This is an optimization exercise on Yosys and OpenROAD, whose aim is small area, not a production implementation.
At most, simulation tests tie the RTL to the original design; equivalence was not proved.
Power and IR drop assume default switching activity.

Design setup_param, start of the top module:
module setup_param #(
    parameter int NUM_USERS      = 4,
    parameter int PASS_MAX       = 12,
    parameter int BIP_MIN        = 5,
    parameter int BIP_MAX        = 60,
    parameter int TRANCA_MIN     = 5,
    parameter int TRANCA_MAX     = 60,
    parameter int TIMEOUT_CYCLES = 500
) (
    input  logic       clk,
    input  logic       rst_n,
    input  logic       setup_on,
    input  logic [3:0] digitos_value,
    input  logic       digitos_valid,
    output logic       display_en,
    output setup_pkg::bcdPac_t    bcd_pac,
    output setup_pkg::setupPac_t  data_setup_new,
    output logic       data_setup_ok
);
Settings: LEC_CHECK=0, CAP_MARGIN=20, CORE_MARGIN=2, CORE_UTILIZATION=70, SLEW_MARGIN=20; clock period 10.0 ns.
standard.sh (not shown) runs the stock make flow with config.mk's settings and CLKGATE_MAP_FILE= SYNTH_SCRIPT=/design/flow/synth_recipe.tcl, a recipe that flattens the netlist after the stock synthesis.
==> flow/flow/run.sh <==
#!/bin/bash
# Standard ORFS layout with three changes to how it is made:
#  - constant outputs: tie cells are shared (at most TIE_FANOUT ports each) instead of one per port
#  - port buffers use the smallest buffer (buf_1) instead of the resizer's default pick
#  - CTS without dummy loads
set -uo pipefail
HERE=$(cd "$(dirname "$0")" && pwd)

export POST_FLOORPLAN_TCL=$HERE/tie.tcl
export BUFFER_PORTS_ARGS="-buffer_cell sky130_fd_sc_hd__buf_1"
[ -f "$HERE/cts_args" ] && export CTS_ARGS="$(cat "$HERE/cts_args")"
bash standard.sh > standard.log 2>&1
rc=$?
cp -r orfs/logs . 2>/dev/null || true
exit $rc
==> flow/flow/cts_args <==
-sink_clustering_enable -repair_clock_nets -dont_use_dummy_load -sink_clustering_size 10 -sink_clustering_max_diameter 40 -buf_list {sky130_fd_sc_hd__clkbuf_4}
==> flow/flow/tie.tcl <==
# Constant outputs: after the standard per-load tie repair, let one tie cell drive
# up to TIE_GROUP ports instead of one tie cell per port.
set tie_group 32
set block [ord::get_db_block]
array set ties {}
foreach inst [$block getInsts] {
  if {[[$inst getMaster] getName] ne "sky130_fd_sc_hd__conb_1"} { continue }
  foreach it [$inst getITerms] {
    set pin [[$it getMTerm] getName]
    if {$pin ne "HI" && $pin ne "LO"} { continue }
    set net [$it getNet]
    if {$net eq "NULL" || $net eq ""} { continue }
    lappend ties($pin) [list $inst $net]
  }
}
foreach pin [array names ties] {
  set n 0
  set target ""
  foreach pair $ties($pin) {
    lassign $pair inst net
    if {$n % $tie_group == 0} {
      set target $net
    } else {
      foreach bt [$net getBTerms] { $bt connect $target }
      foreach it [$net getITerms] {
        if {[$it getInst] ne $inst} { $it connect $target }
      }
      odb::dbInst_destroy $inst
      odb::dbNet_destroy $net
    }
    incr n
  }
  puts "tie.tcl: $pin ties merged from $n to [expr {($n + $tie_group - 1) / $tie_group}]"
}
Edit:
- CORE_UTILIZATION: 70 -> 82
Effect:
- The changed run completed without violations
- total power stays flat
- global-route usage went up by 4.9 points
- utilization went up by 12 points
- hold slack improves by 0.0074 ns
- via count went up by 2.7%
- wire length went down by 0.46%

---

rev 12:
setup_param again, from the RTL that the note above started with.
Design setup_param, start of the top module:
module setup_param #(
    parameter int NUM_USERS      = 4,
    parameter int PASS_MAX       = 12,
    parameter int BIP_MIN        = 5,
    parameter int BIP_MAX        = 60,
    parameter int TRANCA_MIN     = 5,
    parameter int TRANCA_MAX     = 60,
    parameter int TIMEOUT_CYCLES = 500
) (
    input  logic       clk,
    input  logic       rst_n,
    input  logic       setup_on,
    input  logic [3:0] digitos_value,
    input  logic       digitos_valid,
    output logic       display_en,
    output setup_pkg::bcdPac_t    bcd_pac,
    output setup_pkg::setupPac_t  data_setup_new,
    output logic       data_setup_ok
);
    localparam logic [3:0] LAST_OPT = 4'(4 + NUM_USERS);
    localparam int NF = 4 + NUM_USERS;    
    if (NUM_USERS < 1 || NUM_USERS > setup_pkg::MAX_USERS || PASS_MAX < 4 || PASS_MAX > setup_pkg::MAX_PASS ||
        TIMEOUT_CYCLES < 1 || BIP_MAX > 63 || TRANCA_MAX > 63) begin : g_param_check
        $error("setup_param: parameter out of range");
    end
    localparam logic [1:0] S_IDLE   = 2'd0;
    localparam logic [1:0] S_EDIT   = 2'd1;
    localparam logic [1:0] S_COMMIT = 2'd3;
    localparam logic [1:0] S_DONE   = 2'd2;
    logic [1:0]  state_r;
    logic [3:0]  opt_r;
    logic        ok_r;
    logic        pub_bip_r;
    logic [5:0]  pub_btime_r;
    logic [5:0]  pub_ttime_r;
    logic [48*(NUM_USERS+1)-1:0] pub_pass_r;    
    logic [NF:1] mod_r;
    logic        wrk_bip_r;
    logic [5:0]  wrk_btime_r;
    logic [5:0]  wrk_ttime_r;
    logic [48*(NUM_USERS+1)-1:0] wrk_pass_r;
    logic        s_idle, s_edit, s_commit, s_done;
    logic        armed_s;
  ...
export LEC_CHECK = 0
export CAP_MARGIN = 0
export CORE_MARGIN = 2
export CORE_UTILIZATION = 70
export SLEW_MARGIN = 0
create_clock -name core_clock -period 10.0 [get_ports {clk}]
==> flow/flow/cts_args <==
-sink_clustering_enable -repair_clock_nets -dont_use_dummy_load -sink_clustering_size 6 -sink_clustering_max_diameter 30 -buf_list {sky130_fd_sc_hd__clkbuf_2}
Scripts as last shown in full above: flow/flow/run.sh, flow/flow/tie.tcl
Input changes introduced in rev 13 (baseline for comparison: rev 12):
- SLEW_MARGIN changed from 0 to 20
- CAP_MARGIN changed from 0 to 20
==> flow/flow/cts_args <==
-sink_clustering_enable -repair_clock_nets -dont_use_dummy_load -sink_clustering_size 18 -sink_clustering_max_diameter 50 -buf_list {sky130_fd_sc_hd__clkbuf_8}
[summary]
- Rev 13 against rev 12: final period utilization saw a decrease, proportion of layout cells with a drive suffix above 1 fell by 3.5 points, number of CTS-inserted buffers decreased 70.
- Leakage power, rev 12 and rev 13: lower on rev 13
- | final period demand of the worst path | rev 13 vs rev 12 | better |
- Worst setup slack: rev 13 > rev 12
- Between rev 12 and rev 13, the difference in inserted tap cell count is negligible.
- In the flow results for rev 12 and rev 13, the critical path depth is larger on rev 13.
- On power in the clock group, rev 12 and rev 13 are basically level.
- Compared rev 13 vs rev 12, and area overhead of the layout relative to synthesis is up in rev 13.

---

setup_param, a different RTL version from the one above (not shown whole).
For scale: ~1400 cells after synthesis, roughly 580 flip-flops, ~480 I/O pins.
==> flow/design.v (excerpt) <==
module setup_param #(
    parameter int NUM_USERS      = 4,
    parameter int PASS_MAX       = 12,
    parameter int BIP_MIN        = 5,
    parameter int BIP_MAX        = 60,
    parameter int TRANCA_MIN     = 5,
    parameter int TRANCA_MAX     = 60,
    parameter int TIMEOUT_CYCLES = 500
) (
    input  logic       clk,
    input  logic       rst_n,
    input  logic       setup_on,
    input  logic [3:0] digitos_value,
    input  logic       digitos_valid,
    output logic       display_en,
    output setup_pkg::bcdPac_t    bcd_pac,
    output setup_pkg::setupPac_t  data_setup_new,
    output logic       data_setup_ok
);
export LEC_CHECK = 0
export CAP_MARGIN = 20
export CORE_MARGIN = 2
export CORE_UTILIZATION = 70
export SLEW_MARGIN = 20
create_clock -name core_clock -period 10.0 [get_ports {clk}]
==> flow/flow/cts_args <==
-sink_clustering_enable -repair_clock_nets -dont_use_dummy_load -sink_clustering_size 30 -sink_clustering_max_diameter 60 -buf_list {sky130_fd_sc_hd__clkbuf_16}
Scripts as last shown in full above: flow/flow/run.sh, flow/flow/tie.tcl
The first run produced a clean layout.
==> next run, changes <==
==> flow/flow/cts_args (replaced) <==
-sink_clustering_enable -repair_clock_nets -dont_use_dummy_load -sink_clustering_size 18 -sink_clustering_max_diameter 50 -buf_list {sky130_fd_sc_hd__clkbuf_8}
Effect:
- The new run completed with no timing, DRC or antenna violations
- worst setup slack gets better by 0.019 ns
- total power came out lower by 6.3%
- hold slack gets worse by 0.025 ns
- sequential share of layout area came out higher by 0.94 points
- via count stays flat
- routed wire length hardly moves
No run of this note included a check of the RTL's function; only the layout flow was run.

---

setup_param, a different RTL version from the one above (not shown whole).
Size in the first run: ~1800 cells after synthesis, about 22000 um^2 of cells after synthesis.
==> flow/config.mk <==
export PLATFORM = sky130hd
export DESIGN_NAME = setup_param
export DESIGN_NICKNAME = setup_param
export VERILOG_FILES = /design/flow/design.v
export SDC_FILE = /design/flow/constraint.sdc
export NUM_CORES = 4
export LEC_CHECK = 0
export CAP_MARGIN = 0
export CORE_MARGIN = 2
export CORE_UTILIZATION = 70
export SLEW_MARGIN = 0
==> flow/constraint.sdc <==
create_clock -name core_clock -period 10.0 [get_ports {clk}]
set_input_delay 2.0000 -clock core_clock [delete_from_list [all_inputs] [get_ports {clk}]]
set_output_delay 2.0000 -clock core_clock [all_outputs]
set_load 0.01 [all_outputs]
==> flow/flow/cts_args <==
-sink_clustering_enable -repair_clock_nets -dont_use_dummy_load -sink_clustering_size 10 -sink_clustering_max_diameter 40 -buf_list {sky130_fd_sc_hd__clkbuf_4}
Scripts as last shown in full above: flow/flow/run.sh, flow/flow/tie.tcl
The starting point completed without violations.
Then changed:
--- a/flow/config.mk
+++ b/flow/config.mk
@@ -10,0 +11 @@
+export PLACE_DENSITY = 0.85
The new run ran to the end with no violations.
Global-route usage falls by 0.88 points.
Area after synthesis stays the same.
Core utilization barely changes.
Non-clock buffer count falls by 4.
Setup slack gets worse by 0.073 ns.
Routed wire length falls by about 0.6%.
Maximum frequency falls by about 1.8%.
Final cell count hardly moves.

[port drivers added, routing unchanged]
The flow's constraints put no driver on any port. The routed layouts listed below were extracted and timed again, unchanged, in two steps.
Step 1, drivers: a clkbuf_16 drives clk and a buf_2 each remaining input, both assumed.
Step 2 adds t to the input delays and takes it off the output delays; t is the mean of the earliest and latest rising clock arrival at the registers after step 1. Input paths then give back, and output paths get back, about the clock's delay inside the block.
Three values: ideal ports, drivers, drivers and shift; two values: the first two.
run	shift t [ns]	setup WS [ns]	latest minus earliest clock arrival (ns)	slew at the worst register clock pin (ns)
the first run of note 1	0.706	6.142 / 6.104 / 5.475	0.085 / 0.085	0.11 / 0.11
the second run of note 1	0.721	6.054 / 6.019 / 5.357	0.072 / 0.072	0.11 / 0.11
rev 12	0.942	5.908 / 5.871 / 5.433	0.085 / 0.085	0.12 / 0.12
rev 13	0.611	6.070 / 6.086 / 5.475	0.052 / 0.052	0.11 / 0.11
the first run of note 3	0.572	5.821 / 5.841 / 5.270	0.037 / 0.037	0.10 / 0.10
the second run of note 3	0.597	5.839 / 5.861 / 5.264	0.088 / 0.088	0.11 / 0.11
the first run of note 4	0.711	5.957 / 5.924 / 5.988	0.086 / 0.086	0.11 / 0.11
the second run of note 4	0.728	5.884 / 5.847 / 6.046	0.109 / 0.109	0.11 / 0.11
After both steps every run listed still meets setup and hold. The setup slack of the second run of note 1, which loses most, moves by -0.035 ns with the drivers and by -0.697 ns with both steps. The worst setup slack also covers recovery checks on asynchronous resets.
